Source: an optimization exercise on an open RTL-to-GDS flow (aim: small area). Production flows keep margins and buffers that such runs may drop.
Where RTL was checked, it was by simulation tests only, not by an equivalence proof against the original.
Power figures rest on the tool's default switching activity, not on a simulated workload.

==> module adda_sdp_ram, before the edit <==
module adda_sdp_ram #(
    parameter int unsigned DATA_W = 8,
    parameter int unsigned ADDR_W = 8
) (
    input  logic              clk_i,
    input  logic              ins_i,
    input  logic [DATA_W-1:0] wdata_i,
    input  logic [ADDR_W:0]   raddr_i,
    output logic [DATA_W-1:0] rdata_o,
    output logic [DATA_W-1:0] slot1_o
);
    localparam int unsigned SLOTS = (1 << ADDR_W) + 1;
    localparam int unsigned G1    = (SLOTS + 2) / 3;    
    logic [DATA_W-1:0] ring_q [SLOTS];
    always_ff @(posedge clk_i) begin
        ring_q[0] <= ins_i ? wdata_i : ring_q[SLOTS-1];
        for (int unsigned i = 1; i < SLOTS; i++) begin
            ring_q[i] <= ring_q[i-1];
        end
    end
    assign slot1_o = ring_q[1];
    logic [SLOTS-1:0] sel;
    always_comb begin
        for (int unsigned s = 0; s < SLOTS; s++) begin
            sel[s] = (raddr_i == (ADDR_W+1)'(s));
        end
    end
    for (genvar b = 0; b < DATA_W; b++) begin : g_bit
        logic [3*G1-1:0] d;
        logic [3*G1-1:0] s;
        logic [G1-1:0]   t1_n;    
        always_comb begin
            d = '0;
            s = '0;
            for (int unsigned i = 0; i < SLOTS; i++) begin
                d[i] = ring_q[i][b];
                s[i] = sel[i];
            end
        end
        for (genvar g = 0; g < G1; g++) begin : g_l1
            if (3 * g + 2 < SLOTS) begin : g_3
                adda_aoi222 u_aoi (
                    .a0_i (s[3*g]),   .b0_i (d[3*g]),
                    .a1_i (s[3*g+1]), .b1_i (d[3*g+1]),
                    .a2_i (s[3*g+2]), .b2_i (d[3*g+2]),
                    .y_no (t1_n[g])
                );
            end else begin : g_2
                adda_aoi22 u_aoi (
                    .a0_i (s[3*g]),   .b0_i (d[3*g]),
                    .a1_i (s[3*g+1]), .b1_i (d[3*g+1]),
                    .y_no (t1_n[g])
                );
            end
        end
        assign rdata_o[b] = ~&t1_n;
    end
endmodule
==> module adc_capture_buffer, before the edit <==
module adc_capture_buffer #(
    parameter int unsigned DATA_W = adda_pkg::DATA_W_DEF,
    parameter int unsigned DEPTH  = adda_pkg::DEPTH_DEF
) (
    input  logic              i_clk,
    input  logic              i_rst_n,
    output logic              o_adc_clk,
    input  logic [DATA_W-1:0] i_adc_data,
    input  logic              i_arm,
    input  logic              i_abort,
    input  logic [DATA_W-1:0] i_trig_level,
    input  logic              i_trig_falling,
    output logic              o_rd_valid,
    input  logic              i_rd_ready,
    output logic [DATA_W-1:0] o_rd_data,
    output logic              o_rd_last,
    output logic              o_busy,
    output logic              o_done
);
    localparam int unsigned AW = $clog2(DEPTH);
    localparam int unsigned SLOTS = DEPTH + 1;
    localparam logic [AW:0] PTR_CAP_LAST = (AW+1)'((2 * DEPTH - 3) % SLOTS);
    localparam logic [AW:0] PTR_MAX = (AW+1)'(SLOTS - 1);
    localparam logic [AW-1:0] CNT_LAST = 8'h80;
    adda_pkg::state_e  state_q,    state_d;
    logic              adc_clk_q;
    logic              rd_valid_q, rd_valid_d;
    logic              done_q,     done_d;
    logic [AW-1:0]     cnt_q,      cnt_d;
    logic [AW-1:0]     cnt_next;
    logic [AW:0]       rptr_q,     rptr_d;
    logic              strobe;
    logic              fire;
    logic              cnt_last;
    logic              trig_hit;
    logic              ins;
    logic              rptr_down;
    logic [AW:0]       rptr_step;
    logic [DATA_W-1:0] prev;
    logic [DATA_W-1:0] ring_rdata;
    assign strobe   = adc_clk_q;
    assign fire     = rd_valid_q & i_rd_ready;
    assign cnt_last = (cnt_q == CNT_LAST);
    assign cnt_next = {cnt_q[AW-2:0],
                       cnt_q[7] ^ cnt_q[5] ^ cnt_q[4] ^ cnt_q[3] ^ (cnt_q[AW-2:0] == '0)};
    assign rptr_down = fire;
    always_comb begin
        logic [AW:0] flip;
        logic        run;
        run = 1'b1;
        for (int unsigned i = 0; i <= AW; i++) begin
            flip[i] = run;
            run     = run & (rptr_q[i] ^ rptr_down);
        end
        if (!rptr_down && rptr_q == PTR_MAX) begin
            rptr_step = '0;
        end else if (rptr_down && rptr_q == '0) begin
            rptr_step = PTR_MAX;
        end else begin
            rptr_step = rptr_q ^ flip;
        end
    end
    function automatic logic less(input logic [DATA_W-1:0] a, input logic [DATA_W-1:0] b);
        less = 1'b0;
        for (int unsigned i = 0; i < DATA_W; i++) begin
            less = (~a[i] & b[i]) | ((~a[i] | b[i]) & less);
        end
    endfunction
    always_comb begin
        if (i_trig_falling) begin
            trig_hit = less(i_trig_level, prev) && !less(i_trig_level, i_adc_data);
        end else begin
            trig_hit = less(prev, i_trig_level) && !less(i_adc_data, i_trig_level);
        end
    end
    always_ff @(posedge i_clk or negedge i_rst_n) begin
        if (!i_rst_n) begin
            state_q    <= adda_pkg::ST_IDLE;
            adc_clk_q  <= 1'b0;
            rd_valid_q <= 1'b0;
            done_q     <= 1'b0;
        end else begin
            state_q    <= state_d;
            adc_clk_q  <= ~adc_clk_q;
            rd_valid_q <= rd_valid_d;
            done_q     <= done_d;
        end
    end
    always_ff @(posedge i_clk) begin
        cnt_q  <= cnt_d;
        rptr_q <= rptr_d;
    end
    always_comb begin
        state_d    = state_q;
        cnt_d      = cnt_q;
        rptr_d     = rptr_step;
        rd_valid_d = 1'b0;
        done_d     = 1'b0;
        ins        = strobe;
        unique case (state_q)
            adda_pkg::ST_IDLE: begin
                cnt_d = '0;
                if (i_arm) begin
                    state_d = adda_pkg::ST_ARMED;
                end
            end
            adda_pkg::ST_ARMED: begin
                rptr_d = '0;
                if (strobe) begin
                    cnt_d = AW'(1);
                    if (cnt_q[0] && trig_hit) begin
                        state_d = adda_pkg::ST_CAPTURE;
                    end
                end
            end
            adda_pkg::ST_CAPTURE: begin
                cnt_d = '0;
                if (strobe && rptr_q == PTR_CAP_LAST) begin
                    state_d = adda_pkg::ST_READOUT;
                end
            end
            adda_pkg::ST_READOUT: begin
                ins        = 1'b0;
                rd_valid_d = 1'b1;
                if (fire) begin
                    cnt_d  = cnt_next;
                    if (cnt_last) begin
                        rd_valid_d = 1'b0;
                        done_d     = 1'b1;
                        state_d    = adda_pkg::ST_IDLE;
                    end
                end
            end
            default: state_d = adda_pkg::ST_IDLE;
        endcase
        if (i_abort) begin
            state_d    = adda_pkg::ST_IDLE;
            rd_valid_d = 1'b0;
            done_d     = 1'b0;
        end
    end
    adda_sdp_ram #(
        .DATA_W (DATA_W),
        .ADDR_W (AW)
    ) u_ring (
        .clk_i   (i_clk),
        .ins_i   (ins),
        .wdata_i (i_adc_data),
        .raddr_i (rptr_q),
        .rdata_o (ring_rdata),
        .slot1_o (prev)
    );
    assign o_adc_clk  = adc_clk_q;
    assign o_rd_valid = rd_valid_q;
    assign o_rd_data  = ring_rdata;
    assign o_rd_last  = rd_valid_q & cnt_last;
    assign o_busy     = (state_q != adda_pkg::ST_IDLE);
    assign o_done     = done_q;
endmodule
Settings: LEC_CHECK=0, CAP_MARGIN=20, CORE_MARGIN=2, CORE_UTILIZATION=60, CTS_CLUSTER_DIAMETER=100, CTS_CLUSTER_SIZE=25, SLEW_MARGIN=20, SYNTH_HIERARCHICAL=1; clock period 10.0 ns.
run.sh (not shown) runs the stock make flow with config.mk's settings and CLKGATE_MAP_FILE= SYNTH_SCRIPT=/design/flow/synth_recipe.tcl, a recipe that flattens the netlist after the stock synthesis.
Change:
--- a/flow/design.v
+++ b/flow/design.v
@@ -22,4 +22,5 @@
     localparam int unsigned SLOTS = (1 << ADDR_W) + 1;
     localparam int unsigned G1    = (SLOTS + 2) / 3;    
+    localparam int unsigned G2    = (G1 + 3) / 4;       
     logic [DATA_W-1:0] ring_q [SLOTS];
     always_ff @(posedge clk_i) begin
@@ -40,4 +41,6 @@
         logic [3*G1-1:0] s;
         logic [G1-1:0]   t1_n;    
+        logic [4*G2-1:0] t1_p;
+        logic [G2-1:0]   t2;      
         always_comb begin
             d = '0;
@@ -47,4 +50,6 @@
                 s[i] = sel[i];
             end
+            t1_p = '1;
+            t1_p[G1-1:0] = t1_n;
         end
         for (genvar g = 0; g < G1; g++) begin : g_l1
@@ -64,5 +69,11 @@
             end
         end
-        assign rdata_o[b] = ~&t1_n;
+        for (genvar g = 0; g < G2; g++) begin : g_l2
+            adda_nand4 u_nand (
+                .a_i  (t1_p[4*g+:4]),
+                .y_no (t2[g])
+            );
+        end
+        assign rdata_o[b] = |t2;
     end
 endmodule
@@ -86,4 +97,10 @@
 );
     assign y_no = ~((a0_i & b0_i) | (a1_i & b1_i));
+endmodule
+module adda_nand4 (
+    input  logic [3:0] a_i,
+    output logic       y_no
+);
+    assign y_no = ~&a_i;
 endmodule
 module adc_capture_buffer #(
@@ -108,7 +125,7 @@
     localparam int unsigned AW = $clog2(DEPTH);
     localparam int unsigned SLOTS = DEPTH + 1;
+    localparam logic [AW-1:0] CNT_LAST = AW'(DEPTH - 1);
     localparam logic [AW:0] PTR_CAP_LAST = (AW+1)'((2 * DEPTH - 3) % SLOTS);
     localparam logic [AW:0] PTR_MAX = (AW+1)'(SLOTS - 1);
-    localparam logic [AW-1:0] CNT_LAST = 8'h80;
     adda_pkg::state_e  state_q,    state_d;
     logic              adc_clk_q;
@@ -116,5 +133,4 @@
     logic              done_q,     done_d;
     logic [AW-1:0]     cnt_q,      cnt_d;
-    logic [AW-1:0]     cnt_next;
     logic [AW:0]       rptr_q,     rptr_d;
     logic              strobe;
@@ -123,6 +139,6 @@
     logic              trig_hit;
     logic              ins;
-    logic              rptr_down;
-    logic [AW:0]       rptr_step;
+    logic [AW:0]       rptr_inc;
+    logic [AW:0]       rptr_dec;
     logic [DATA_W-1:0] prev;
     logic [DATA_W-1:0] ring_rdata;
@@ -130,23 +146,6 @@
     assign fire     = rd_valid_q & i_rd_ready;
     assign cnt_last = (cnt_q == CNT_LAST);
-    assign cnt_next = {cnt_q[AW-2:0],
-                       cnt_q[7] ^ cnt_q[5] ^ cnt_q[4] ^ cnt_q[3] ^ (cnt_q[AW-2:0] == '0)};
-    assign rptr_down = fire;
-    always_comb begin
-        logic [AW:0] flip;
-        logic        run;
-        run = 1'b1;
-        for (int unsigned i = 0; i <= AW; i++) begin
-            flip[i] = run;
-            run     = run & (rptr_q[i] ^ rptr_down);
-        end
-        if (!rptr_down && rptr_q == PTR_MAX) begin
-            rptr_step = '0;
-        end else if (rptr_down && rptr_q == '0) begin
-            rptr_step = PTR_MAX;
-        end else begin
-            rptr_step = rptr_q ^ flip;
-        end
-    end
+    assign rptr_inc = (rptr_q == PTR_MAX) ? '0 : rptr_q + (AW+1)'(1);
+    assign rptr_dec = (rptr_q == '0) ? PTR_MAX : rptr_q - (AW+1)'(1);
     function automatic logic less(input logic [DATA_W-1:0] a, input logic [DATA_W-1:0] b);
         less = 1'b0;
@@ -182,5 +181,5 @@
         state_d    = state_q;
         cnt_d      = cnt_q;
-        rptr_d     = rptr_step;
+        rptr_d     = rptr_inc;
         rd_valid_d = 1'b0;
         done_d     = 1'b0;
@@ -212,5 +211,6 @@
                 rd_valid_d = 1'b1;
                 if (fire) begin
-                    cnt_d  = cnt_next;
+                    rptr_d = rptr_dec;
+                    cnt_d  = cnt_q + AW'(1);
                     if (cnt_last) begin
                         rd_valid_d = 1'b0;
Wire length shrinks by 6.5%.
Sequential power hardly moves.
Clock-buffer cell count is higher by 1.
Final area rises by 0.99%.
Synthesized area came out higher by 0.74%.
Setup slack gets better by 220 ps.
Worst hold slack got worse by 5.5 ps.
Fmax came out higher by 2.6%.
The RTL of the second run of this note was laid out without a check of its function.

-- afterwards: timing with drivers on the ports --
No port has a modelled driver above. Below, the same layouts with a new extraction and two added sets of constraints.
Step 1 assumes that a clkbuf_16 drives the clock port and a buf_2 every other input.
Step 2 also shifts input and output timing later by t, the mid clock arrival at the registers, as if the neighbouring blocks saw the same clock.
Slacks: ideal ports / drivers / drivers and shift; pairs: ideal ports / drivers.
| run | t, ns | slack for setup (ns) | worst setup path after step 2 | worst data-port slew with drivers (ns) |
|---|---|---|---|---|
| the first run | 0.746 | 1.381 / 1.314 / 2.060 | register to output | 0.05 |
| the second run | 0.747 | 1.603 / 1.532 / 2.279 | register to output | 0.04 |
After both steps every run listed still meets setup and hold.
